What follows belongs to an exercise in optimizing a design on an open flow for small area; a production flow would make more cautious choices. At most, simulation tests tie the RTL to the original design; equivalence was not proved. Power is estimated from default activity; no workload was simulated.

==> inputs of sierra <==
==> flow/design.v <==
package ascon_pkg;
  typedef enum logic [2:0] {
    ST_IDLE   = 3'd0,
    ST_LOAD   = 3'd1,
    ST_START  = 3'd2,
    ST_WAIT   = 3'd3,
    ST_GAP    = 3'd6,
    ST_UNLOAD = 3'd7,
    ST_RESP   = 3'd4
  } state_t;
  localparam logic MODE_ENC = 1'b0;
  localparam logic MODE_DEC = 1'b1;
  localparam int K_DEF = 128;
  localparam int A_L_DEF = 112;
  localparam int TEXT_L_DEF = 128;
  localparam int NONCE_L = 128;
  localparam int TAG_L = 128;
  function automatic int max4(input int a, input int b, input int c, input int d);
    int ab;
    int cd;
    ab = a > b ? a : b;
    cd = c > d ? c : d;
    max4 = ab > cd ? ab : cd;
  endfunction
endpackage
module ascon_sr_out #(
  parameter int W = 128
) (
  input  logic         clk,
  input  logic         ld,
  input  logic         sh,
  input  logic [W-1:0] ld_val,
  output logic         s0
);
  logic [W-1:0] sr_q;
  always_ff @(posedge clk) begin
    for (int j = 0; j < W; j++)
      sr_q[j] <= ~((ld & ld_val[W-1-j]) | (sh & (j == W-1 ? 1'b0 : sr_q[(j+1) % W])));
  end
  assign s0 = sr_q[0];
endmodule
module ascon_serdes #(
  parameter int W = 128
) (
  input  logic         clk,
  input  logic         ld,
  input  logic [W-1:0] ld_val,
  input  logic         hold,
  input  logic         sh,
  input  logic         si,
  output logic         so,
  output logic [W-1:0] q
);
  logic [W-1:0] sr_q;
  always_ff @(posedge clk) begin
    for (int j = 0; j < W; j++)
      sr_q[j] <= (ld & ld_val[W-1-j]) | (hold & sr_q[j]) | (sh & (j == W-1 ? si : sr_q[(j+1) % W]));
  end
  assign so = sr_q[0];
  assign q = sr_q;
endmodule
module ascon_ctrl #(
  parameter int K = ascon_pkg::K_DEF,
  parameter int A_L = ascon_pkg::A_L_DEF,
  parameter int TEXT_L = ascon_pkg::TEXT_L_DEF,
  parameter int MAX = ascon_pkg::max4(K, A_L, TEXT_L, ascon_pkg::TAG_L),
  parameter int START_CYC = 5,
  parameter int GAP_CYC = 2,
  parameter int TIMEOUT = 4095
) (
  input  logic               clk,
  input  logic               rst,
  input  logic               req_valid,
  output logic               req_ready,
  input  logic               req_mode,
  input  logic [K-1:0]       req_key,
  input  logic [ascon_pkg::NONCE_L-1:0] req_nonce,
  input  logic [A_L-1:0]     req_ad,
  input  logic [TEXT_L-1:0]  req_text,
  input  logic [ascon_pkg::TAG_L-1:0]   req_tag,
  output logic               core_key_SI,
  output logic               core_nonce_SI,
  output logic               core_ad_SI,
  output logic               core_text_SI,
  output logic               core_tag_SI,
  output logic               core_enc_start,
  output logic               core_dec_start,
  input  logic               core_text_SO,
  input  logic               core_tag_SO,
  input  logic               core_enc_done,
  input  logic               core_dec_done,
  input  logic               core_auth,
  output logic               rsp_valid,
  input  logic               rsp_ready,
  output logic [TEXT_L-1:0]  rsp_text,
  output logic [ascon_pkg::TAG_L-1:0]   rsp_tag,
  output logic               rsp_auth,
  output logic               rsp_err,
  output logic               rsp_mode,
  output logic               busy
);
  localparam int CW = $clog2((MAX > TIMEOUT ? MAX : TIMEOUT) + 1);
  ascon_pkg::state_t state_q, state_d;
  logic [CW-1:0] cnt_q, cnt_d;
  logic mode_q, mode_d, done_seen_q, done_seen_d, auth_q, auth_d, err_q, err_d;
  logic idle, load, unload, resp, shift, shift_out, done_m, ad_live;
  logic key_s0, nonce_s0, ad_s0, text_s0, tag_s0;
  assign idle = state_q == ascon_pkg::ST_IDLE;
  assign load = state_q == ascon_pkg::ST_LOAD;
  assign unload = state_q == ascon_pkg::ST_UNLOAD;
  assign resp = state_q == ascon_pkg::ST_RESP;
  assign done_m = mode_q == ascon_pkg::MODE_DEC ? core_dec_done : core_enc_done;
  always_comb begin
    state_d = state_q;
    cnt_d = cnt_q + 1'b1;
    mode_d = mode_q;
    done_seen_d = done_seen_q;
    auth_d = auth_q;
    err_d = err_q;
    case (state_q)
      ascon_pkg::ST_IDLE: if (req_valid) begin
        state_d = ascon_pkg::ST_LOAD;
        cnt_d = '0;
        mode_d = req_mode;
        done_seen_d = 1'b0;
        auth_d = 1'b0;
        err_d = 1'b0;
      end
      ascon_pkg::ST_LOAD: if (cnt_q == CW'(MAX - 1)) begin
        state_d = ascon_pkg::ST_START;
        cnt_d = '0;
      end
      ascon_pkg::ST_START: begin
        if (done_m) begin
          done_seen_d = 1'b1;
          auth_d = mode_q == ascon_pkg::MODE_DEC && core_auth;
        end
        if (cnt_q == CW'(START_CYC - 1)) begin
          state_d = ascon_pkg::ST_WAIT;
          cnt_d = '0;
        end
      end
      ascon_pkg::ST_WAIT: if (done_seen_q || done_m) begin
        state_d = ascon_pkg::ST_GAP;
        cnt_d = '0;
        auth_d = done_m ? mode_q == ascon_pkg::MODE_DEC && core_auth : auth_q;
      end else if (cnt_q == CW'(TIMEOUT - 1)) begin
        state_d = ascon_pkg::ST_RESP;
        err_d = 1'b1;
      end
      ascon_pkg::ST_GAP: if (cnt_q == CW'(GAP_CYC - 1)) begin
        state_d = ascon_pkg::ST_UNLOAD;
        cnt_d = '0;
      end
      ascon_pkg::ST_UNLOAD: if (cnt_q == CW'(MAX - 1)) state_d = ascon_pkg::ST_RESP;
      ascon_pkg::ST_RESP: if (rsp_ready) state_d = ascon_pkg::ST_IDLE;
      default: state_d = ascon_pkg::ST_IDLE;
    endcase
  end
  always_ff @(posedge clk or posedge rst) begin
    if (rst) begin
      state_q <= ascon_pkg::ST_IDLE;
      cnt_q <= '0;
      mode_q <= 1'b0;
      done_seen_q <= 1'b0;
      auth_q <= 1'b0;
      err_q <= 1'b0;
      shift <= 1'b0;
      shift_out <= 1'b0;
    end else begin
      state_q <= state_d;
      cnt_q <= cnt_d;
      mode_q <= mode_d;
      done_seen_q <= done_seen_d;
      auth_q <= auth_d;
      err_q <= err_d;
      shift <= state_d != ascon_pkg::ST_IDLE && state_d != ascon_pkg::ST_RESP;
      shift_out <= state_d != ascon_pkg::ST_IDLE;
    end
  end
  ascon_sr_out #(.W(K)) u_key (.clk(clk), .ld(idle), .sh(shift_out), .ld_val(req_key), .s0(key_s0));
  ascon_sr_out #(.W(ascon_pkg::NONCE_L)) u_nonce (.clk(clk), .ld(idle), .sh(shift_out), .ld_val(req_nonce), .s0(nonce_s0));
  ascon_sr_out #(.W(A_L)) u_ad (.clk(clk), .ld(idle), .sh(shift_out), .ld_val(req_ad), .s0(ad_s0));
  ascon_serdes #(.W(TEXT_L)) u_text (
    .clk(clk), .ld(idle), .ld_val(req_text), .hold(resp), .sh(shift), .si(unload & core_text_SO),
    .so(text_s0), .q(rsp_text)
  );
  ascon_serdes #(.W(ascon_pkg::TAG_L)) u_tag (
    .clk(clk), .ld(idle), .ld_val(req_tag), .hold(resp), .sh(shift), .si(unload & core_tag_SO),
    .so(tag_s0), .q(rsp_tag)
  );
  assign ad_live = cnt_q < CW'(A_L);
  assign core_key_SI = load & (key_s0 ^ ~cnt_q[0]);
  assign core_nonce_SI = load & (nonce_s0 ^ ~cnt_q[0]);
  assign core_ad_SI = load & ad_live & (ad_s0 ^ ~cnt_q[0]);
  assign core_text_SI = load & text_s0;
  assign core_tag_SI = load & tag_s0;
  assign core_enc_start = state_q == ascon_pkg::ST_START && mode_q == ascon_pkg::MODE_ENC;
  assign core_dec_start = state_q == ascon_pkg::ST_START && mode_q == ascon_pkg::MODE_DEC;
  assign req_ready = idle;
  assign busy = !idle;
  assign rsp_valid = resp;
  assign rsp_auth = auth_q;
  assign rsp_err = err_q;
  assign rsp_mode = mode_q;
endmodule
==> flow/flow/run.sh <==
#!/bin/bash
set -euo pipefail
cd "$(dirname "$0")/.."
bash standard.sh \
  "BUFFER_PORTS_ARGS=-buffer_cell sky130_fd_sc_hd__buf_1" \
  "CTS_ARGS=-sink_clustering_enable -repair_clock_nets -dont_use_dummy_load -buf_list sky130_fd_sc_hd__clkbuf_8 -sink_clustering_size 16 -sink_clustering_max_diameter 80" \
  finish > make_finish.log 2>&1
==> flow/standard.sh <==
#!/bin/bash
# synth_recipe.tcl (not shown) runs the flow's synth.tcl, then flattens the netlist and writes it again
# the make line also repeats each setting of config.mk as NAME=value (left out here)
make -C /OpenROAD-flow-scripts/flow DESIGN_CONFIG=/design/flow/config.mk WORK_HOME=/design/flow/orfs CLKGATE_MAP_FILE= SYNTH_SCRIPT=/design/flow/synth_recipe.tcl "${@:-finish}"
==> flow/config.mk <==
export PLATFORM = sky130hd
export DESIGN_NAME = ascon_ctrl
export DESIGN_NICKNAME = ascon_ctrl
export VERILOG_FILES = /design/flow/design.v
export SDC_FILE = /design/flow/constraint.sdc
export NUM_CORES = 4
export LEC_CHECK = 0
export CAP_MARGIN = 20
export CORE_AREA = 5 5 325 325
export DIE_AREA = 0 0 330 330
export SLEW_MARGIN = 20
==> flow/constraint.sdc <==
create_clock -name core_clock -period 4.0 [get_ports {clk}]
set_input_delay 0.8000 -clock core_clock [delete_from_list [all_inputs] [get_ports {clk}]]
set_output_delay 0.8000 -clock core_clock [all_outputs]
set_load 0.01 [all_outputs]
==> inputs of maple, as changes to sierra <==
--- a/flow/design.v
+++ b/flow/design.v
@@ -30,3 +30,2 @@
   input  logic         ld,
-  input  logic         sh,
   input  logic [W-1:0] ld_val,
@@ -37,3 +36,3 @@
     for (int j = 0; j < W; j++)
-      sr_q[j] <= ~((ld & ld_val[W-1-j]) | (sh & (j == W-1 ? 1'b0 : sr_q[(j+1) % W])));
+      sr_q[j] <= ~(ld ? ld_val[W-1-j] : (j == W-1 ? 1'b0 : sr_q[(j+1) % W]));
   end
@@ -105,3 +104,3 @@
   logic mode_q, mode_d, done_seen_q, done_seen_d, auth_q, auth_d, err_q, err_d;
-  logic idle, load, unload, resp, shift, shift_out, done_m, ad_live;
+  logic idle, load, unload, resp, shift, done_m, ad_live;
   logic key_s0, nonce_s0, ad_s0, text_s0, tag_s0;
@@ -111,2 +110,3 @@
   assign resp = state_q == ascon_pkg::ST_RESP;
+  assign shift = !idle && !resp;
   assign done_m = mode_q == ascon_pkg::MODE_DEC ? core_dec_done : core_enc_done;
@@ -167,4 +167,2 @@
       err_q <= 1'b0;
-      shift <= 1'b0;
-      shift_out <= 1'b0;
     end else begin
@@ -176,9 +174,7 @@
       err_q <= err_d;
-      shift <= state_d != ascon_pkg::ST_IDLE && state_d != ascon_pkg::ST_RESP;
-      shift_out <= state_d != ascon_pkg::ST_IDLE;
     end
   end
-  ascon_sr_out #(.W(K)) u_key (.clk(clk), .ld(idle), .sh(shift_out), .ld_val(req_key), .s0(key_s0));
-  ascon_sr_out #(.W(ascon_pkg::NONCE_L)) u_nonce (.clk(clk), .ld(idle), .sh(shift_out), .ld_val(req_nonce), .s0(nonce_s0));
-  ascon_sr_out #(.W(A_L)) u_ad (.clk(clk), .ld(idle), .sh(shift_out), .ld_val(req_ad), .s0(ad_s0));
+  ascon_sr_out #(.W(K)) u_key (.clk(clk), .ld(idle), .ld_val(req_key), .s0(key_s0));
+  ascon_sr_out #(.W(ascon_pkg::NONCE_L)) u_nonce (.clk(clk), .ld(idle), .ld_val(req_nonce), .s0(nonce_s0));
+  ascon_sr_out #(.W(A_L)) u_ad (.clk(clk), .ld(idle), .ld_val(req_ad), .s0(ad_s0));
   ascon_serdes #(.W(TEXT_L)) u_text (
==> flow/flow/run.sh (replaced) <==
#!/bin/bash
set -euo pipefail
cd "$(dirname "$0")/.."
bash standard.sh \
  "BUFFER_PORTS_ARGS=-buffer_cell sky130_fd_sc_hd__buf_1" \
  "CTS_ARGS=-sink_clustering_enable -repair_clock_nets -dont_use_dummy_load -buf_list sky130_fd_sc_hd__clkbuf_4" \
  finish > make_finish.log 2>&1
==> inputs of pepper, as changes to sierra <==
--- a/flow/design.v
+++ b/flow/design.v
@@ -30,3 +30,2 @@
   input  logic         ld,
-  input  logic         sh,
   input  logic [W-1:0] ld_val,
@@ -37,3 +36,3 @@
     for (int j = 0; j < W; j++)
-      sr_q[j] <= ~((ld & ld_val[W-1-j]) | (sh & (j == W-1 ? 1'b0 : sr_q[(j+1) % W])));
+      sr_q[j] <= ~(ld ? ld_val[W-1-j] : (j == W-1 ? 1'b0 : sr_q[(j+1) % W]));
   end
@@ -105,3 +104,3 @@
   logic mode_q, mode_d, done_seen_q, done_seen_d, auth_q, auth_d, err_q, err_d;
-  logic idle, load, unload, resp, shift, shift_out, done_m, ad_live;
+  logic idle, load, unload, resp, shift, done_m, ad_live;
   logic key_s0, nonce_s0, ad_s0, text_s0, tag_s0;
@@ -111,2 +110,3 @@
   assign resp = state_q == ascon_pkg::ST_RESP;
+  assign shift = !idle && !resp;
   assign done_m = mode_q == ascon_pkg::MODE_DEC ? core_dec_done : core_enc_done;
@@ -167,4 +167,2 @@
       err_q <= 1'b0;
-      shift <= 1'b0;
-      shift_out <= 1'b0;
     end else begin
@@ -176,9 +174,7 @@
       err_q <= err_d;
-      shift <= state_d != ascon_pkg::ST_IDLE && state_d != ascon_pkg::ST_RESP;
-      shift_out <= state_d != ascon_pkg::ST_IDLE;
     end
   end
-  ascon_sr_out #(.W(K)) u_key (.clk(clk), .ld(idle), .sh(shift_out), .ld_val(req_key), .s0(key_s0));
-  ascon_sr_out #(.W(ascon_pkg::NONCE_L)) u_nonce (.clk(clk), .ld(idle), .sh(shift_out), .ld_val(req_nonce), .s0(nonce_s0));
-  ascon_sr_out #(.W(A_L)) u_ad (.clk(clk), .ld(idle), .sh(shift_out), .ld_val(req_ad), .s0(ad_s0));
+  ascon_sr_out #(.W(K)) u_key (.clk(clk), .ld(idle), .ld_val(req_key), .s0(key_s0));
+  ascon_sr_out #(.W(ascon_pkg::NONCE_L)) u_nonce (.clk(clk), .ld(idle), .ld_val(req_nonce), .s0(nonce_s0));
+  ascon_sr_out #(.W(A_L)) u_ad (.clk(clk), .ld(idle), .ld_val(req_ad), .s0(ad_s0));
   ascon_serdes #(.W(TEXT_L)) u_text (
==> flow/flow/run.sh (replaced) <==
#!/bin/bash
set -euo pipefail
cd "$(dirname "$0")/.."
bash standard.sh \
  "BUFFER_PORTS_ARGS=-buffer_cell sky130_fd_sc_hd__buf_1" \
  "CTS_ARGS=-sink_clustering_enable -repair_clock_nets -dont_use_dummy_load -buf_list sky130_fd_sc_hd__clkbuf_8" \
  finish > make_finish.log 2>&1
==> comparison table <==
quantity                                                               maple                     sierra                     pepper
Wire length after detailed routing                                  92300 um                   82500 um                   82400 um
Antenna violations before repair                                          22                         18                         18
Total clock sinks                                                        643                        645                        643
Net count after synthesis                                               2658                       2455                       2658
Outcome                                              complete, no violations    complete, no violations    complete, no violations
Met3 Track Usage GR                                                    5.20%                      4.59%                      5.62%
Worst Hold Endpoint                                   u_tag.sr_q[77]$_DFF_P_  u_nonce.sr_q[127]$_DFF_P_  u_nonce.sr_q[127]$_DFF_P_
Resized Gates After CTS                                                    1                          0                          0
Starting density of the core                                           22.3%                      20.4%                      22.3%
Global router's overall resource usage                                 16.1%                      13.7%                      14.2%
Wire length on met1                                                 37600 um                   30500 um                   33600 um
Hold-fix buffers at CTS                                                  583                          0                          0
Power Dens Cells                                                  674 nW/um2                 926 nW/um2                 791 nW/um2
Switching fraction of total power                                      36.9%                      38.2%                      35.6%
Mean instance size in the synthesized netlist                       11.3 um2                   11.4 um2                   11.3 um2
Fraction of standard cell area in multi-input logic                    26.4%                      23.1%                      31.6%
Met1 routing resource usage after global routing                       18.9%                      15.6%                      17.0%
Multi-input combinational cell area                                 9140 um2                   6040 um2                   9140 um2
Final Cell Area                                                    34600 um2                  26100 um2                  28900 um2
Routed vias                                                            20907                      18559                      17801
Function not checked in sierra: the RTL went through the layout flow alone.

-- separate check: timing with driven ports --
The flow's constraints put no driver on any port. The routed layouts listed below were extracted and timed again, unchanged, in two steps. Step 1, drivers: a clkbuf_16 drives clk and a buf_2 each remaining input, both assumed. Step 2 moves the port delays by t, midway between the first and last clock arrival at a register: inputs arrive t later, outputs are due t later. That takes back most of the time a late clock gives input paths. a / b / c = no drivers / after step 1 / after step 2; a / b = the first two.
run	t (ns)	slack for setup (ns)	worst hold slack (ns)
sierra	0.697	0.568 / 0.515 / 1.212	0.250 / 0.221 / 0.400
maple	1.018	0.504 / 0.445 / 1.327	0.174 / 0.163 / 0.329
pepper	0.732	0.501 / 0.445 / 1.177	0.222 / 0.188 / 0.364
After both steps setup and hold are still met in every run listed.
